Source: an optimization exercise on an open RTL-to-GDS flow (aim: small area). Production flows keep margins and buffers that such runs may drop.
Where RTL was checked, it was by simulation tests only, not by an equivalence proof against the original.
Power and IR drop assume default switching activity. The clock port is modelled as an ideal driver; clocking choices that lean on that would not hold on a real chip.

==> flow/design.v <==
module moving_average_mc #(
  parameter int DATA_WIDTH      = 16,
  parameter int CHANNELS        = 4,
  parameter int MAX_WINDOW_LOG2 = 5,
  localparam int CW = (CHANNELS > 1) ? $clog2(CHANNELS) : 1,
  localparam int WW = $clog2(MAX_WINDOW_LOG2 + 1)
) (
  input  logic                  clk,
  input  logic                  reset,
  input  logic [DATA_WIDTH-1:0] input_data,
  input  logic [CW-1:0]         input_channel,
  input  logic                  enable,
  input  logic [WW-1:0]         window,
  output logic [DATA_WIDTH-1:0] output_data,
  output logic [CW-1:0]         output_channel,
  output logic                  output_data_valid,
  output logic                  output_primed
);
  localparam int L  = MAX_WINDOW_LOG2;
  localparam int MW = 1 << L;
  localparam int AW = DATA_WIDTH + L;
  localparam int FW = L + 1;
  logic [WW-1:0]                win_c, cur_win;
  logic                         clear;
  logic [FW-1:0]                fill [CHANNELS];
  logic signed [AW-1:0]         acc  [CHANNELS];
  logic [DATA_WIDTH-1:0]        sr   [CHANNELS][MW];
  logic [FW-1:0]                eff_fill, new_fill;
  logic                         full;
  logic signed [DATA_WIDTH-1:0] x_old;
  logic signed [AW-1:0]         base, acc_new;
  logic                         primed;
  logic                         v1, v2;
  logic signed [AW-1:0]         s1_sum;
  logic [WW-1:0]                s1_win;
  logic [DATA_WIDTH-1:0]        s2_data;
  logic [CW-1:0]                s1_ch, s2_ch;
  logic                         s1_primed, s2_primed;
  always_comb begin
    win_c    = (window > WW'(L)) ? WW'(L) : window;
    clear    = (win_c != cur_win);
    eff_fill = fill[input_channel];
    full     = eff_fill[win_c];
    x_old    = '0;
    for (int c = 0; c < CHANNELS; c++)
      for (int k = 0; k <= L; k++)
        if (input_channel == CW'(c) && win_c == WW'(k) && full)
          x_old = x_old | sr[c][(1 << k) - 1];
    base     = (eff_fill == '0) ? '0 : acc[input_channel];
    acc_new  = {{L{input_data[DATA_WIDTH-1]}}, input_data};
    if (!clear) acc_new = acc_new + base - {{L{x_old[DATA_WIDTH-1]}}, x_old};
    new_fill = clear ? FW'(1) : full ? eff_fill : eff_fill + FW'(1);
    primed   = new_fill[win_c];
  end
  always_ff @(posedge clk) begin
    for (int c = 0; c < CHANNELS; c++) begin
      if (enable && input_channel == CW'(c)) begin
        sr[c][0] <= input_data;
        for (int i = 1; i < MW; i++) sr[c][i] <= sr[c][i-1];
        acc[c] <= acc_new;
      end
    end
  end
  always_ff @(posedge clk or posedge reset) begin
    if (reset) begin
      cur_win <= '0;
      for (int c = 0; c < CHANNELS; c++) fill[c] <= '0;
    end else begin
      cur_win <= win_c;
      if (clear) begin
        for (int c = 0; c < CHANNELS; c++) fill[c] <= '0;
      end
      if (enable) fill[input_channel] <= new_fill;
    end
  end
  always_ff @(posedge clk) begin
    s1_sum    <= acc_new;
    s1_win    <= win_c;
    s1_ch     <= input_channel;
    s1_primed <= primed;
    s2_data   <= DATA_WIDTH'(s1_sum >>> s1_win);
    s2_ch     <= s1_ch;
    s2_primed <= s1_primed;
  end
  always_ff @(posedge clk or posedge reset) begin
    if (reset) begin
      v1                <= 1'b0;
      v2                <= 1'b0;
      output_data_valid <= 1'b0;
      output_data       <= '0;
      output_channel    <= '0;
      output_primed     <= 1'b0;
    end else begin
      v1                <= enable;
      v2                <= v1;
      output_data_valid <= v2;
      if (v2) begin
        output_data    <= s2_data;
        output_channel <= s2_ch;
        output_primed  <= s2_primed;
      end
    end
  end
endmodule
clock: 8.0 ns
lec_check: 0
cap_margin: 20
core_margin: 2
core_utilization: 40
cts_buf_list: sky130_fd_sc_hd__clkbuf_16
cts_cluster_diameter: 70
cts_cluster_size: 30
slew_margin: 20
run.sh (not shown) runs the stock make flow with config.mk's settings and CLKGATE_MAP_FILE= SYNTH_SCRIPT=/design/flow/synth_recipe.tcl, a recipe that flattens the netlist after the stock synthesis.
Next try:
--- a/flow/design.v
+++ b/flow/design.v
@@ -29,17 +29,16 @@
   logic                         full;
   logic signed [DATA_WIDTH-1:0] x_old;
   logic signed [AW-1:0]         base, acc_new;
+  logic [DATA_WIDTH-1:0]        avg;
   logic                         primed;
   logic                         v1, v2;
-  logic signed [AW-1:0]         s1_sum;
-  logic [WW-1:0]                s1_win;
-  logic [DATA_WIDTH-1:0]        s2_data;
+  logic [DATA_WIDTH-1:0]        s1_data, s2_data;
   logic [CW-1:0]                s1_ch, s2_ch;
   logic                         s1_primed, s2_primed;
   always_comb begin
     win_c    = (window > WW'(L)) ? WW'(L) : window;
     clear    = (win_c != cur_win);
-    eff_fill = fill[input_channel];
+    eff_fill = clear ? '0 : fill[input_channel];
     full     = eff_fill[win_c];
     x_old    = '0;
     for (int c = 0; c < CHANNELS; c++)
@@ -47,10 +46,10 @@
         if (input_channel == CW'(c) && win_c == WW'(k) && full)
           x_old = x_old | sr[c][(1 << k) - 1];
     base     = (eff_fill == '0) ? '0 : acc[input_channel];
-    acc_new  = {{L{input_data[DATA_WIDTH-1]}}, input_data};
-    if (!clear) acc_new = acc_new + base - {{L{x_old[DATA_WIDTH-1]}}, x_old};
-    new_fill = clear ? FW'(1) : full ? eff_fill : eff_fill + FW'(1);
+    acc_new  = base + {{L{input_data[DATA_WIDTH-1]}}, input_data} - {{L{x_old[DATA_WIDTH-1]}}, x_old};
+    new_fill = full ? eff_fill : eff_fill + FW'(1);
     primed   = new_fill[win_c];
+    avg      = DATA_WIDTH'(acc_new >>> win_c);
   end
   always_ff @(posedge clk) begin
     for (int c = 0; c < CHANNELS; c++) begin
@@ -74,11 +73,10 @@
     end
   end
   always_ff @(posedge clk) begin
-    s1_sum    <= acc_new;
-    s1_win    <= win_c;
+    s1_data   <= avg;
     s1_ch     <= input_channel;
     s1_primed <= primed;
-    s2_data   <= DATA_WIDTH'(s1_sum >>> s1_win);
+    s2_data   <= s1_data;
     s2_ch     <= s1_ch;
     s2_primed <= s1_primed;
   end
What happened: The changed run passed the timing, design-rule and antenna checks. Utilization is higher by 0.15 points. Synthesized area barely changes. Sequential share of layout area is lower by 0.40 points. Critical path depth is higher by 3. Routed wire length is higher by 0.85%. Final cell count is about the same. Count of clock-buffer cells in the layout is higher by 1. Total power is about the same. Register-to-register slack is worse by 700 ps. Final area barely changes. Setup slack is worse by 420 ps. Non-clock buffer count is higher by 43. Synthesized cell count is lower by 1.0%. Via count hardly moves.
No functional check of the RTL was part of the first run of this note.


Another version of the RTL of moving_average_mc (not shown whole).
For scale: roughly 3000 cells after synthesis, roughly 44 I/O pins, ~72000 um^2 of cells after synthesis.
==> module moving_average_mc, before the edit <==
module moving_average_mc #(
  parameter int DATA_WIDTH      = 16,
  parameter int CHANNELS        = 4,
  parameter int MAX_WINDOW_LOG2 = 5,
  localparam int CW = (CHANNELS > 1) ? $clog2(CHANNELS) : 1,
  localparam int WW = $clog2(MAX_WINDOW_LOG2 + 1)
) (
  input  logic                  clk,
  input  logic                  reset,
  input  logic [DATA_WIDTH-1:0] input_data,
  input  logic [CW-1:0]         input_channel,
  input  logic                  enable,
  input  logic [WW-1:0]         window,
  output logic [DATA_WIDTH-1:0] output_data,
  output logic [CW-1:0]         output_channel,
  output logic                  output_data_valid,
  output logic                  output_primed
);
  localparam int L  = MAX_WINDOW_LOG2;
  localparam int MW = 1 << L;
  localparam int AW = DATA_WIDTH + L;
  localparam int FW = L + 1;
  logic [WW-1:0]                win_c, cur_win;
  logic                         clear;
  logic [FW-1:0]                fill [CHANNELS];
  logic signed [AW-1:0]         acc  [CHANNELS];
  logic [DATA_WIDTH-1:0]        sr   [CHANNELS][MW];
  logic [FW-1:0]                eff_fill, new_fill;
  logic                         full;
  logic signed [DATA_WIDTH-1:0] x_old;
  logic signed [AW-1:0]         base, acc_new;
  logic                         primed;
  logic                         v1, v2;
  logic [WW-1:0]                s1_win;
  logic [DATA_WIDTH-1:0]        s2_data;
  logic [CW-1:0]                s1_ch, s2_ch;
  logic                         s1_primed, s2_primed;
  always_comb begin
    win_c    = (window > WW'(L)) ? WW'(L) : window;
    clear    = (win_c != cur_win);
    eff_fill = fill[input_channel];
    full     = eff_fill[win_c];
    x_old    = '0;
    for (int c = 0; c < CHANNELS; c++)
      for (int k = 1; k <= L; k++)
        if (input_channel == CW'(c) && win_c == WW'(k))
          x_old = x_old | sr[c][(1 << k) - 1];
    if (!full) x_old = '0;
    base     = (eff_fill == '0) ? '0 : acc[input_channel];
    acc_new  = {{L{input_data[DATA_WIDTH-1]}}, input_data};
    if (!clear && win_c != '0) acc_new = acc_new + base - {{L{x_old[DATA_WIDTH-1]}}, x_old};
    new_fill = clear ? FW'(1) : full ? eff_fill : eff_fill + FW'(1);
    primed   = new_fill[win_c];
  end
  always_ff @(posedge clk) begin
    for (int c = 0; c < CHANNELS; c++) begin
      if (enable && input_channel == CW'(c)) begin
        sr[c][0] <= input_data;
        for (int i = 1; i < MW; i++) sr[c][i] <= sr[c][i-1];
        acc[c] <= acc_new;
      end
    end
  end
  always_ff @(posedge clk or posedge reset) begin
    if (reset) begin
      cur_win <= '0;
      for (int c = 0; c < CHANNELS; c++) fill[c] <= '0;
    end else begin
      cur_win <= win_c;
      if (clear) begin
        for (int c = 0; c < CHANNELS; c++) fill[c] <= '0;
      end
      if (enable) fill[input_channel] <= new_fill;
    end
  end
  always_ff @(posedge clk) begin
    s1_win    <= win_c;
    s1_ch     <= input_channel;
    s1_primed <= primed;
    s2_data   <= DATA_WIDTH'(acc[s1_ch] >>> s1_win);
    s2_ch     <= s1_ch;
    s2_primed <= s1_primed;
  end
  always_ff @(posedge clk or posedge reset) begin
    if (reset) begin
      v1                <= 1'b0;
      v2                <= 1'b0;
      output_data_valid <= 1'b0;
      output_data       <= '0;
      output_channel    <= '0;
      output_primed     <= 1'b0;
    end else begin
      v1                <= enable;
      v2                <= v1;
      output_data_valid <= v2;
      if (v2) begin
        output_data    <= s2_data;
        output_channel <= s2_ch;
        output_primed  <= s2_primed;
      end
    end
  end
endmodule
clock: 8.0 ns
lec_check: 0
cap_margin: 20
core_margin: 2
core_utilization: 40
slew_margin: 20
standard.sh (not shown) runs the stock make flow with config.mk's settings and CLKGATE_MAP_FILE= SYNTH_SCRIPT=/design/flow/synth_recipe.tcl, a recipe that flattens the netlist after the stock synthesis.
==> flow/flow/run.sh <==
#!/bin/bash
# The standard layout, with the smallest buffer on the ports and clock tree synthesis told not
# to add dummy loads for balancing.
set -euo pipefail
cd "$(dirname "$0")/.."
export BUFFER_PORTS_ARGS="-buffer_cell sky130_fd_sc_hd__buf_1"
export CTS_ARGS="-sink_clustering_enable -repair_clock_nets -sink_clustering_size 30 -sink_clustering_max_diameter 100 -buf_list sky130_fd_sc_hd__clkbuf_16 -dont_use_dummy_load"
bash standard.sh finish > standard.log 2>&1
Next try:
--- a/flow/design.v
+++ b/flow/design.v
@@ -29,10 +29,11 @@
   logic                         full;
   logic signed [DATA_WIDTH-1:0] x_old;
   logic signed [AW-1:0]         base, acc_new;
   logic                         primed;
   logic                         v1, v2;
+  logic signed [AW-1:0]         s1_sum;
   logic [WW-1:0]                s1_win;
   logic [DATA_WIDTH-1:0]        s2_data;
   logic [CW-1:0]                s1_ch, s2_ch;
   logic                         s1_primed, s2_primed;
   always_comb begin
@@ -41,13 +42,12 @@
     eff_fill = fill[input_channel];
     full     = eff_fill[win_c];
     x_old    = '0;
     for (int c = 0; c < CHANNELS; c++)
       for (int k = 1; k <= L; k++)
-        if (input_channel == CW'(c) && win_c == WW'(k))
+        if (input_channel == CW'(c) && win_c == WW'(k) && full)
           x_old = x_old | sr[c][(1 << k) - 1];
-    if (!full) x_old = '0;
     base     = (eff_fill == '0) ? '0 : acc[input_channel];
     acc_new  = {{L{input_data[DATA_WIDTH-1]}}, input_data};
     if (!clear && win_c != '0) acc_new = acc_new + base - {{L{x_old[DATA_WIDTH-1]}}, x_old};
     new_fill = clear ? FW'(1) : full ? eff_fill : eff_fill + FW'(1);
     primed   = new_fill[win_c];
@@ -72,14 +72,15 @@
       end
       if (enable) fill[input_channel] <= new_fill;
     end
   end
   always_ff @(posedge clk) begin
+    s1_sum    <= acc_new;
     s1_win    <= win_c;
     s1_ch     <= input_channel;
     s1_primed <= primed;
-    s2_data   <= DATA_WIDTH'(acc[s1_ch] >>> s1_win);
+    s2_data   <= DATA_WIDTH'(s1_sum >>> s1_win);
     s2_ch     <= s1_ch;
     s2_primed <= s1_primed;
   end
   always_ff @(posedge clk or posedge reset) begin
     if (reset) begin
Die area came out higher by 0.32%.
Cell count grows by 1.2%.
Wire length grows by 3.9%.
Global-route usage climbs by 0.59 points.
Final area is higher by 0.43%.
Worst hold slack got worse by 8.7 ps.
Via count grows by 0.53%.
Setup slack is worse by 25 ps.
First-iteration DRC count came out higher by 7.7%.
Total power grows by 0.97%.
Combinational power goes down by about 2%.
Non-clock buffer count is unchanged.
Critical path depth fell by 1.
Area after synthesis goes up by 0.33%.
Function not checked in the first run of this note: the RTL went through the layout flow alone.

-- static timing again, ports no longer ideal --
The flow's constraints put no driver on any port. The routed layouts listed below were extracted and timed again, unchanged, in two steps.
Step 1: set_driving_cell puts a clkbuf_16 on clk and a buf_2 on each other input, an assumption about the parent block.
Step 2, shift: input delay + t, output delay - t, t = (earliest + latest rising clock arrival at the registers) / 2. This alone moves slack from input paths to output paths.
a / b / c = no drivers / after step 1 / after step 2; a / b = the first two.
run | shift t [ns] | setup WS [ns] | clock arrival spread, ns
the first run of note 1 | 0.828 | 1.024 / 1.017 / 0.190 | 0.056 / 0.057
the second run of note 1 | 0.817 | 0.604 / 0.659 / -0.158 | 0.060 / 0.060
the first run of note 2 | 0.766 | 1.211 / 1.208 / 0.442 | 0.073 / 0.073
the second run of note 2 | 0.796 | 1.186 / 1.141 / 0.344 | 0.083 / 0.083
With both steps, setup timing fails in the second run of note 1, where it was met with ideal ports. The setup slack of the second run of note 2, which loses most, moves by -0.045 ns with the drivers and by -0.842 ns with both steps.
